This is an optimization exercise on Yosys and OpenROAD, whose aim is small area and few clock cycles per item, not a production implementation.

==> run a: inputs <==
// fp_mul_pipe
module fp_mul_pipe #(
   parameter int EXP_W = 8,
   parameter int MAN_W = 23
) (
   input  logic                     clk,
   input  logic                     rst,
   input  logic                     in_valid,
   output logic                     in_ready,
   input  logic [EXP_W+MAN_W:0]     in_a,
   input  logic [EXP_W+MAN_W:0]     in_b,
   output logic                     out_valid,
   input  logic                     out_ready,
   output logic [EXP_W+MAN_W:0]     out_z,
   output logic [3:0]               out_flags
);
Settings: LEC_CHECK=0, ABC_AREA=1, CAP_MARGIN=0, CORE_MARGIN=2, CORE_UTILIZATION=65, SLEW_MARGIN=0, SYNTH_HIERARCHICAL=1; clock period 8.5 ns.
run.sh (not shown) runs the stock make flow with config.mk's settings and CLKGATE_MAP_FILE= SYNTH_SCRIPT=/design/flow/synth_recipe.tcl, a recipe that flattens the netlist after the stock synthesis.
==> run b: changes against run a <==
--- a/flow/design.v
+++ b/flow/design.v
@@ -2056,158 +2056,158 @@
    fpm_fa u_s926 (.a(c751), .b(s838), .c(c837), .s(s926), .co(c927));
    fpm_fa u_s928 (.a(s756), .b(c839), .c(s840), .s(s928), .co(c929));
    fpm_fa u_s930 (.a(s760), .b(c841), .c(s842), .s(s930), .co(c931));
    fpm_fa u_s932 (.a(c761), .b(s844), .c(c843), .s(s932), .co(c933));
    fpm_fa u_s934 (.a(pp346), .b(s846), .c(c845), .s(s934), .co(c935));
    fpm_ha u_s936 (.a(pp347), .b(c847), .s(s936), .co(c937));
    assign pg_g0_0 = px[0] & py[0];
    assign ps_p0 = px[0] ^ py[0];
-   assign pg_p0_0 = ps_p0;
+   assign pg_p0_0 = px[0] | py[0];
    assign pg_g0_1 = px[1] & py[1];
    assign ps_p1 = px[1] ^ py[1];
-   assign pg_p0_1 = ps_p1;
+   assign pg_p0_1 = px[1] | py[1];
    assign pg_g0_2 = px[2] & py[2];
    assign ps_p2 = px[2] ^ py[2];
-   assign pg_p0_2 = ps_p2;
+   assign pg_p0_2 = px[2] | py[2];
    assign pg_g0_3 = px[3] & py[3];
    assign ps_p3 = px[3] ^ py[3];
-   assign pg_p0_3 = ps_p3;
+   assign pg_p0_3 = px[3] | py[3];
    assign pg_g0_4 = px[4] & py[4];
    assign ps_p4 = px[4] ^ py[4];
-   assign pg_p0_4 = ps_p4;
+   assign pg_p0_4 = px[4] | py[4];
    assign pg_g0_5 = px[5] & py[5];
    assign ps_p5 = px[5] ^ py[5];
-   assign pg_p0_5 = ps_p5;
+   assign pg_p0_5 = px[5] | py[5];
    assign pg_g0_6 = px[6] & py[6];
    assign ps_p6 = px[6] ^ py[6];
-   assign pg_p0_6 = ps_p6;
+   assign pg_p0_6 = px[6] | py[6];
    assign pg_g0_7 = px[7] & py[7];
    assign ps_p7 = px[7] ^ py[7];
-   assign pg_p0_7 = ps_p7;
+   assign pg_p0_7 = px[7] | py[7];
    assign pg_g0_8 = px[8] & py[8];
    assign ps_p8 = px[8] ^ py[8];
-   assign pg_p0_8 = ps_p8;
+   assign pg_p0_8 = px[8] | py[8];
    assign pg_g0_9 = px[9] & py[9];
    assign ps_p9 = px[9] ^ py[9];
-   assign pg_p0_9 = ps_p9;
+   assign pg_p0_9 = px[9] | py[9];
    assign pg_g0_10 = px[10] & py[10];
    assign ps_p10 = px[10] ^ py[10];
-   assign pg_p0_10 = ps_p10;
+   assign pg_p0_10 = px[10] | py[10];
    assign pg_g0_11 = px[11] & py[11];
    assign ps_p11 = px[11] ^ py[11];
-   assign pg_p0_11 = ps_p11;
+   assign pg_p0_11 = px[11] | py[11];
    assign pg_g0_12 = px[12] & py[12];
    assign ps_p12 = px[12] ^ py[12];
-   assign pg_p0_12 = ps_p12;
+   assign pg_p0_12 = px[12] | py[12];
    assign pg_g0_13 = px[13] & py[13];
    assign ps_p13 = px[13] ^ py[13];
-   assign pg_p0_13 = ps_p13;
+   assign pg_p0_13 = px[13] | py[13];
    assign pg_g0_14 = px[14] & py[14];
    assign ps_p14 = px[14] ^ py[14];
-   assign pg_p0_14 = ps_p14;
+   assign pg_p0_14 = px[14] | py[14];
    assign pg_g0_15 = px[15] & py[15];
    assign ps_p15 = px[15] ^ py[15];
-   assign pg_p0_15 = ps_p15;
+   assign pg_p0_15 = px[15] | py[15];
    assign pg_g0_16 = px[16] & py[16];
    assign ps_p16 = px[16] ^ py[16];
-   assign pg_p0_16 = ps_p16;
+   assign pg_p0_16 = px[16] | py[16];
    assign pg_g0_17 = px[17] & py[17];
    assign ps_p17 = px[17] ^ py[17];
-   assign pg_p0_17 = ps_p17;
+   assign pg_p0_17 = px[17] | py[17];
    assign pg_g0_18 = px[18] & py[18];
    assign ps_p18 = px[18] ^ py[18];
-   assign pg_p0_18 = ps_p18;
+   assign pg_p0_18 = px[18] | py[18];
    assign pg_g0_19 = px[19] & py[19];
    assign ps_p19 = px[19] ^ py[19];
-   assign pg_p0_19 = ps_p19;
+   assign pg_p0_19 = px[19] | py[19];
    assign pg_g0_20 = px[20] & py[20];
    assign ps_p20 = px[20] ^ py[20];
-   assign pg_p0_20 = ps_p20;
+   assign pg_p0_20 = px[20] | py[20];
    assign pg_g0_21 = px[21] & py[21];
    assign ps_p21 = px[21] ^ py[21];
-   assign pg_p0_21 = ps_p21;
+   assign pg_p0_21 = px[21] | py[21];
    assign pg_g0_22 = px[22] & py[22];
    assign ps_p22 = px[22] ^ py[22];
-   assign pg_p0_22 = ps_p22;
+   assign pg_p0_22 = px[22] | py[22];
    assign pg_g0_23 = px[23] & py[23];
    assign ps_p23 = px[23] ^ py[23];
-   assign pg_p0_23 = ps_p23;
+   assign pg_p0_23 = px[23] | py[23];
    assign pg_g0_24 = px[24] & py[24];
    assign ps_p24 = px[24] ^ py[24];
-   assign pg_p0_24 = ps_p24;
+   assign pg_p0_24 = px[24] | py[24];
    assign pg_g0_25 = px[25] & py[25];
    assign ps_p25 = px[25] ^ py[25];
-   assign pg_p0_25 = ps_p25;
+   assign pg_p0_25 = px[25] | py[25];
    assign pg_g0_26 = px[26] & py[26];
    assign ps_p26 = px[26] ^ py[26];
-   assign pg_p0_26 = ps_p26;
+   assign pg_p0_26 = px[26] | py[26];
    assign pg_g0_27 = px[27] & py[27];
    assign ps_p27 = px[27] ^ py[27];
-   assign pg_p0_27 = ps_p27;
+   assign pg_p0_27 = px[27] | py[27];
    assign pg_g0_28 = px[28] & py[28];
    assign ps_p28 = px[28] ^ py[28];
-   assign pg_p0_28 = ps_p28;
+   assign pg_p0_28 = px[28] | py[28];
    assign pg_g0_29 = px[29] & py[29];
    assign ps_p29 = px[29] ^ py[29];
-   assign pg_p0_29 = ps_p29;
+   assign pg_p0_29 = px[29] | py[29];
    assign pg_g0_30 = px[30] & py[30];
    assign ps_p30 = px[30] ^ py[30];
-   assign pg_p0_30 = ps_p30;
+   assign pg_p0_30 = px[30] | py[30];
    assign pg_g0_31 = px[31] & py[31];
    assign ps_p31 = px[31] ^ py[31];
-   assign pg_p0_31 = ps_p31;
+   assign pg_p0_31 = px[31] | py[31];
    assign pg_g0_32 = px[32] & py[32];
    assign ps_p32 = px[32] ^ py[32];
-   assign pg_p0_32 = ps_p32;
+   assign pg_p0_32 = px[32] | py[32];
    assign pg_g0_33 = px[33] & py[33];
    assign ps_p33 = px[33] ^ py[33];
-   assign pg_p0_33 = ps_p33;
+   assign pg_p0_33 = px[33] | py[33];
    assign pg_g0_34 = px[34] & py[34];
    assign ps_p34 = px[34] ^ py[34];
-   assign pg_p0_34 = ps_p34;
+   assign pg_p0_34 = px[34] | py[34];
    assign pg_g0_35 = px[35] & py[35];
    assign ps_p35 = px[35] ^ py[35];
-   assign pg_p0_35 = ps_p35;
+   assign pg_p0_35 = px[35] | py[35];
    assign pg_g0_36 = px[36] & py[36];
    assign ps_p36 = px[36] ^ py[36];
-   assign pg_p0_36 = ps_p36;
+   assign pg_p0_36 = px[36] | py[36];
    assign pg_g0_37 = px[37] & py[37];
    assign ps_p37 = px[37] ^ py[37];
-   assign pg_p0_37 = ps_p37;
+   assign pg_p0_37 = px[37] | py[37];
    assign pg_g0_38 = px[38] & py[38];
    assign ps_p38 = px[38] ^ py[38];
-   assign pg_p0_38 = ps_p38;
+   assign pg_p0_38 = px[38] | py[38];
    assign pg_g0_39 = px[39] & py[39];
    assign ps_p39 = px[39] ^ py[39];
-   assign pg_p0_39 = ps_p39;
+   assign pg_p0_39 = px[39] | py[39];
    assign pg_g0_40 = px[40] & py[40];
    assign ps_p40 = px[40] ^ py[40];
-   assign pg_p0_40 = ps_p40;
+   assign pg_p0_40 = px[40] | py[40];
    assign pg_g0_41 = px[41] & py[41];
    assign ps_p41 = px[41] ^ py[41];
-   assign pg_p0_41 = ps_p41;
+   assign pg_p0_41 = px[41] | py[41];
    assign pg_g0_42 = px[42] & py[42];
    assign ps_p42 = px[42] ^ py[42];
-   assign pg_p0_42 = ps_p42;
+   assign pg_p0_42 = px[42] | py[42];
    assign pg_g0_43 = px[43] & py[43];
    assign ps_p43 = px[43] ^ py[43];
-   assign pg_p0_43 = ps_p43;
+   assign pg_p0_43 = px[43] | py[43];
    assign pg_g0_44 = px[44] & py[44];
    assign ps_p44 = px[44] ^ py[44];
-   assign pg_p0_44 = ps_p44;
+   assign pg_p0_44 = px[44] | py[44];
    assign pg_g0_45 = px[45] & py[45];
    assign ps_p45 = px[45] ^ py[45];
-   assign pg_p0_45 = ps_p45;
+   assign pg_p0_45 = px[45] | py[45];
    assign pg_g0_46 = px[46] & py[46];
    assign ps_p46 = px[46] ^ py[46];
-   assign pg_p0_46 = ps_p46;
+   assign pg_p0_46 = px[46] | py[46];
    assign pg_g0_47 = px[47] & py[47];
    assign ps_p47 = px[47] ^ py[47];
-   assign pg_p0_47 = ps_p47;
+   assign pg_p0_47 = px[47] | py[47];
    assign pg_g1_1 = pg_g0_1 | (pg_p0_1 & pg_g0_0);
    assign pg_p1_1 = pg_p0_1 & pg_p0_0;
    assign pg_g1_3 = pg_g0_3 | (pg_p0_3 & pg_g0_2);
    assign pg_p1_3 = pg_p0_3 & pg_p0_2;
    assign pg_g1_5 = pg_g0_5 | (pg_p0_5 & pg_g0_4);
    assign pg_p1_5 = pg_p0_5 & pg_p0_4;
    assign pg_g1_7 = pg_g0_7 | (pg_p0_7 & pg_g0_6);
    assign pg_p1_7 = pg_p0_7 & pg_p0_6;
==> flow/config.mk (replaced) <==
export PLATFORM = sky130hd
export DESIGN_NAME = fp_mul_pipe
export DESIGN_NICKNAME = fp_mul_pipe
export VERILOG_FILES = /design/flow/design.v
export SDC_FILE = /design/flow/constraint.sdc
export NUM_CORES = 4
export LEC_CHECK = 0
export ABC_AREA = 1
export CAP_MARGIN = 20
export CORE_MARGIN = 2
export CORE_UTILIZATION = 40
export SLEW_MARGIN = 20
export SYNTH_HIERARCHICAL = 1
==> run c: changes against run a <==
--- a/flow/design.v
+++ b/flow/design.v
@@ -2056,158 +2056,158 @@
    fpm_fa u_s926 (.a(c751), .b(s838), .c(c837), .s(s926), .co(c927));
    fpm_fa u_s928 (.a(s756), .b(c839), .c(s840), .s(s928), .co(c929));
    fpm_fa u_s930 (.a(s760), .b(c841), .c(s842), .s(s930), .co(c931));
    fpm_fa u_s932 (.a(c761), .b(s844), .c(c843), .s(s932), .co(c933));
    fpm_fa u_s934 (.a(pp346), .b(s846), .c(c845), .s(s934), .co(c935));
    fpm_ha u_s936 (.a(pp347), .b(c847), .s(s936), .co(c937));
    assign pg_g0_0 = px[0] & py[0];
    assign ps_p0 = px[0] ^ py[0];
-   assign pg_p0_0 = ps_p0;
+   assign pg_p0_0 = px[0] | py[0];
    assign pg_g0_1 = px[1] & py[1];
    assign ps_p1 = px[1] ^ py[1];
-   assign pg_p0_1 = ps_p1;
+   assign pg_p0_1 = px[1] | py[1];
    assign pg_g0_2 = px[2] & py[2];
    assign ps_p2 = px[2] ^ py[2];
-   assign pg_p0_2 = ps_p2;
+   assign pg_p0_2 = px[2] | py[2];
    assign pg_g0_3 = px[3] & py[3];
    assign ps_p3 = px[3] ^ py[3];
-   assign pg_p0_3 = ps_p3;
+   assign pg_p0_3 = px[3] | py[3];
    assign pg_g0_4 = px[4] & py[4];
    assign ps_p4 = px[4] ^ py[4];
-   assign pg_p0_4 = ps_p4;
+   assign pg_p0_4 = px[4] | py[4];
    assign pg_g0_5 = px[5] & py[5];
    assign ps_p5 = px[5] ^ py[5];
-   assign pg_p0_5 = ps_p5;
+   assign pg_p0_5 = px[5] | py[5];
    assign pg_g0_6 = px[6] & py[6];
    assign ps_p6 = px[6] ^ py[6];
-   assign pg_p0_6 = ps_p6;
+   assign pg_p0_6 = px[6] | py[6];
    assign pg_g0_7 = px[7] & py[7];
    assign ps_p7 = px[7] ^ py[7];
-   assign pg_p0_7 = ps_p7;
+   assign pg_p0_7 = px[7] | py[7];
    assign pg_g0_8 = px[8] & py[8];
    assign ps_p8 = px[8] ^ py[8];
-   assign pg_p0_8 = ps_p8;
+   assign pg_p0_8 = px[8] | py[8];
    assign pg_g0_9 = px[9] & py[9];
    assign ps_p9 = px[9] ^ py[9];
-   assign pg_p0_9 = ps_p9;
+   assign pg_p0_9 = px[9] | py[9];
    assign pg_g0_10 = px[10] & py[10];
    assign ps_p10 = px[10] ^ py[10];
-   assign pg_p0_10 = ps_p10;
+   assign pg_p0_10 = px[10] | py[10];
    assign pg_g0_11 = px[11] & py[11];
    assign ps_p11 = px[11] ^ py[11];
-   assign pg_p0_11 = ps_p11;
+   assign pg_p0_11 = px[11] | py[11];
    assign pg_g0_12 = px[12] & py[12];
    assign ps_p12 = px[12] ^ py[12];
-   assign pg_p0_12 = ps_p12;
+   assign pg_p0_12 = px[12] | py[12];
    assign pg_g0_13 = px[13] & py[13];
    assign ps_p13 = px[13] ^ py[13];
-   assign pg_p0_13 = ps_p13;
+   assign pg_p0_13 = px[13] | py[13];
    assign pg_g0_14 = px[14] & py[14];
    assign ps_p14 = px[14] ^ py[14];
-   assign pg_p0_14 = ps_p14;
+   assign pg_p0_14 = px[14] | py[14];
    assign pg_g0_15 = px[15] & py[15];
    assign ps_p15 = px[15] ^ py[15];
-   assign pg_p0_15 = ps_p15;
+   assign pg_p0_15 = px[15] | py[15];
    assign pg_g0_16 = px[16] & py[16];
    assign ps_p16 = px[16] ^ py[16];
-   assign pg_p0_16 = ps_p16;
+   assign pg_p0_16 = px[16] | py[16];
    assign pg_g0_17 = px[17] & py[17];
    assign ps_p17 = px[17] ^ py[17];
-   assign pg_p0_17 = ps_p17;
+   assign pg_p0_17 = px[17] | py[17];
    assign pg_g0_18 = px[18] & py[18];
    assign ps_p18 = px[18] ^ py[18];
-   assign pg_p0_18 = ps_p18;
+   assign pg_p0_18 = px[18] | py[18];
    assign pg_g0_19 = px[19] & py[19];
    assign ps_p19 = px[19] ^ py[19];
-   assign pg_p0_19 = ps_p19;
+   assign pg_p0_19 = px[19] | py[19];
    assign pg_g0_20 = px[20] & py[20];
    assign ps_p20 = px[20] ^ py[20];
-   assign pg_p0_20 = ps_p20;
+   assign pg_p0_20 = px[20] | py[20];
    assign pg_g0_21 = px[21] & py[21];
    assign ps_p21 = px[21] ^ py[21];
-   assign pg_p0_21 = ps_p21;
+   assign pg_p0_21 = px[21] | py[21];
    assign pg_g0_22 = px[22] & py[22];
    assign ps_p22 = px[22] ^ py[22];
-   assign pg_p0_22 = ps_p22;
+   assign pg_p0_22 = px[22] | py[22];
    assign pg_g0_23 = px[23] & py[23];
    assign ps_p23 = px[23] ^ py[23];
-   assign pg_p0_23 = ps_p23;
+   assign pg_p0_23 = px[23] | py[23];
    assign pg_g0_24 = px[24] & py[24];
    assign ps_p24 = px[24] ^ py[24];
-   assign pg_p0_24 = ps_p24;
+   assign pg_p0_24 = px[24] | py[24];
    assign pg_g0_25 = px[25] & py[25];
    assign ps_p25 = px[25] ^ py[25];
-   assign pg_p0_25 = ps_p25;
+   assign pg_p0_25 = px[25] | py[25];
    assign pg_g0_26 = px[26] & py[26];
    assign ps_p26 = px[26] ^ py[26];
-   assign pg_p0_26 = ps_p26;
+   assign pg_p0_26 = px[26] | py[26];
    assign pg_g0_27 = px[27] & py[27];
    assign ps_p27 = px[27] ^ py[27];
-   assign pg_p0_27 = ps_p27;
+   assign pg_p0_27 = px[27] | py[27];
    assign pg_g0_28 = px[28] & py[28];
    assign ps_p28 = px[28] ^ py[28];
-   assign pg_p0_28 = ps_p28;
+   assign pg_p0_28 = px[28] | py[28];
    assign pg_g0_29 = px[29] & py[29];
    assign ps_p29 = px[29] ^ py[29];
-   assign pg_p0_29 = ps_p29;
+   assign pg_p0_29 = px[29] | py[29];
    assign pg_g0_30 = px[30] & py[30];
    assign ps_p30 = px[30] ^ py[30];
-   assign pg_p0_30 = ps_p30;
+   assign pg_p0_30 = px[30] | py[30];
    assign pg_g0_31 = px[31] & py[31];
    assign ps_p31 = px[31] ^ py[31];
-   assign pg_p0_31 = ps_p31;
+   assign pg_p0_31 = px[31] | py[31];
    assign pg_g0_32 = px[32] & py[32];
    assign ps_p32 = px[32] ^ py[32];
-   assign pg_p0_32 = ps_p32;
+   assign pg_p0_32 = px[32] | py[32];
    assign pg_g0_33 = px[33] & py[33];
    assign ps_p33 = px[33] ^ py[33];
-   assign pg_p0_33 = ps_p33;
+   assign pg_p0_33 = px[33] | py[33];
    assign pg_g0_34 = px[34] & py[34];
    assign ps_p34 = px[34] ^ py[34];
-   assign pg_p0_34 = ps_p34;
+   assign pg_p0_34 = px[34] | py[34];
    assign pg_g0_35 = px[35] & py[35];
    assign ps_p35 = px[35] ^ py[35];
-   assign pg_p0_35 = ps_p35;
+   assign pg_p0_35 = px[35] | py[35];
    assign pg_g0_36 = px[36] & py[36];
    assign ps_p36 = px[36] ^ py[36];
-   assign pg_p0_36 = ps_p36;
+   assign pg_p0_36 = px[36] | py[36];
    assign pg_g0_37 = px[37] & py[37];
    assign ps_p37 = px[37] ^ py[37];
-   assign pg_p0_37 = ps_p37;
+   assign pg_p0_37 = px[37] | py[37];
    assign pg_g0_38 = px[38] & py[38];
    assign ps_p38 = px[38] ^ py[38];
-   assign pg_p0_38 = ps_p38;
+   assign pg_p0_38 = px[38] | py[38];
    assign pg_g0_39 = px[39] & py[39];
    assign ps_p39 = px[39] ^ py[39];
-   assign pg_p0_39 = ps_p39;
+   assign pg_p0_39 = px[39] | py[39];
    assign pg_g0_40 = px[40] & py[40];
    assign ps_p40 = px[40] ^ py[40];
-   assign pg_p0_40 = ps_p40;
+   assign pg_p0_40 = px[40] | py[40];
    assign pg_g0_41 = px[41] & py[41];
    assign ps_p41 = px[41] ^ py[41];
-   assign pg_p0_41 = ps_p41;
+   assign pg_p0_41 = px[41] | py[41];
    assign pg_g0_42 = px[42] & py[42];
    assign ps_p42 = px[42] ^ py[42];
-   assign pg_p0_42 = ps_p42;
+   assign pg_p0_42 = px[42] | py[42];
    assign pg_g0_43 = px[43] & py[43];
    assign ps_p43 = px[43] ^ py[43];
-   assign pg_p0_43 = ps_p43;
+   assign pg_p0_43 = px[43] | py[43];
    assign pg_g0_44 = px[44] & py[44];
    assign ps_p44 = px[44] ^ py[44];
-   assign pg_p0_44 = ps_p44;
+   assign pg_p0_44 = px[44] | py[44];
    assign pg_g0_45 = px[45] & py[45];
    assign ps_p45 = px[45] ^ py[45];
-   assign pg_p0_45 = ps_p45;
+   assign pg_p0_45 = px[45] | py[45];
    assign pg_g0_46 = px[46] & py[46];
    assign ps_p46 = px[46] ^ py[46];
-   assign pg_p0_46 = ps_p46;
+   assign pg_p0_46 = px[46] | py[46];
    assign pg_g0_47 = px[47] & py[47];
    assign ps_p47 = px[47] ^ py[47];
-   assign pg_p0_47 = ps_p47;
+   assign pg_p0_47 = px[47] | py[47];
    assign pg_g1_1 = pg_g0_1 | (pg_p0_1 & pg_g0_0);
    assign pg_p1_1 = pg_p0_1 & pg_p0_0;
    assign pg_g1_3 = pg_g0_3 | (pg_p0_3 & pg_g0_2);
    assign pg_p1_3 = pg_p0_3 & pg_p0_2;
    assign pg_g1_5 = pg_g0_5 | (pg_p0_5 & pg_g0_4);
    assign pg_p1_5 = pg_p0_5 & pg_p0_4;
    assign pg_g1_7 = pg_g0_7 | (pg_p0_7 & pg_g0_6);
    assign pg_p1_7 = pg_p0_7 & pg_p0_6;
==> flow/config.mk (replaced) <==
export PLATFORM = sky130hd
export DESIGN_NAME = fp_mul_pipe
export DESIGN_NICKNAME = fp_mul_pipe
export VERILOG_FILES = /design/flow/design.v
export SDC_FILE = /design/flow/constraint.sdc
export NUM_CORES = 4
export LEC_CHECK = 0
export ABC_AREA = 1
export CAP_MARGIN = 20
export CORE_MARGIN = 2
export CORE_UTILIZATION = 40
export GPL_TIMING_DRIVEN = 0
export SLEW_MARGIN = 20
export SYNTH_HIERARCHICAL = 1
==> comparison table <==
metric                                                                                          run c                       run b                     run a
Outcome                                                                    complete, but fails checks  complete, but fails checks            did not finish
Failing step                                                                                        -                           -  global routing (5_1_grt)
Violated checks                                                                          setup timing                setup timing                         -
Setup crit start kind                                                                   primary input               primary input                         -
Multi-input gate area                                                                    0.0165 sq mm                0.0159 sq mm                         -
Average wire length per cell after detail routing                                             22.6 um                     19.7 um                         -
Fill cells                                                                                       4013                        3997                         -
Number of setup buffers added after CTS                                                           139                          69                        54
Overall routed net length                                                                    70500 um                    64300 um                         -
Proportion of cell area occupied by registers                                                   4.70%                       4.56%                         -
Placed inst area                                                                         0.0197 sq mm                0.0221 sq mm              0.0210 sq mm
Setup crit end kind                                                                          register                    register                         -
End point of the critical path                                                   oz[14]$_SDFFCE_PN0P_         oz[7]$_SDFFCE_PN0P_                         -
Final count of pins violating max slew                                                              0                           0                         -
Most common cell after layout, fill and taps aside                                            nand2_1                       buf_4                         -
Insertion delay to the later sink of the worst-skew pair                                      0.28 ns                     0.29 ns                         -
Portion of the clock cycle consumed by the worst path in the final layout                        106%                        101%                         -
No functional check of the RTL was part of any run of this note.

==> separate check: timing with driven ports <==
Ports are ideal in the flow. The routed layouts listed here were re-timed in OpenROAD. Step 1, drivers: a clkbuf_16 drives clk and a buf_2 each remaining input, both assumed. Step 2 moves the port delays by t, midway between the first and last clock arrival at a register: inputs arrive t later, outputs are due t later. That takes back most of the time a late clock gives input paths. Slacks: ideal ports / drivers / drivers and shift; pairs: ideal ports / drivers.
run | t (ns) | slack for setup (ns) | worst hold slack (ns) | worst data-port slew with drivers (ns)
run b | 0.330 | -0.116 / -0.138 / -0.467 | 0.854 / 0.854 / 0.854 | 0.08
run c | 0.321 | -0.526 / -0.508 / -0.828 | 1.101 / 1.101 / 1.101 | 0.07
For run b, which loses most, drivers alone change the setup slack by -0.022 ns; drivers and shift together by -0.351 ns.
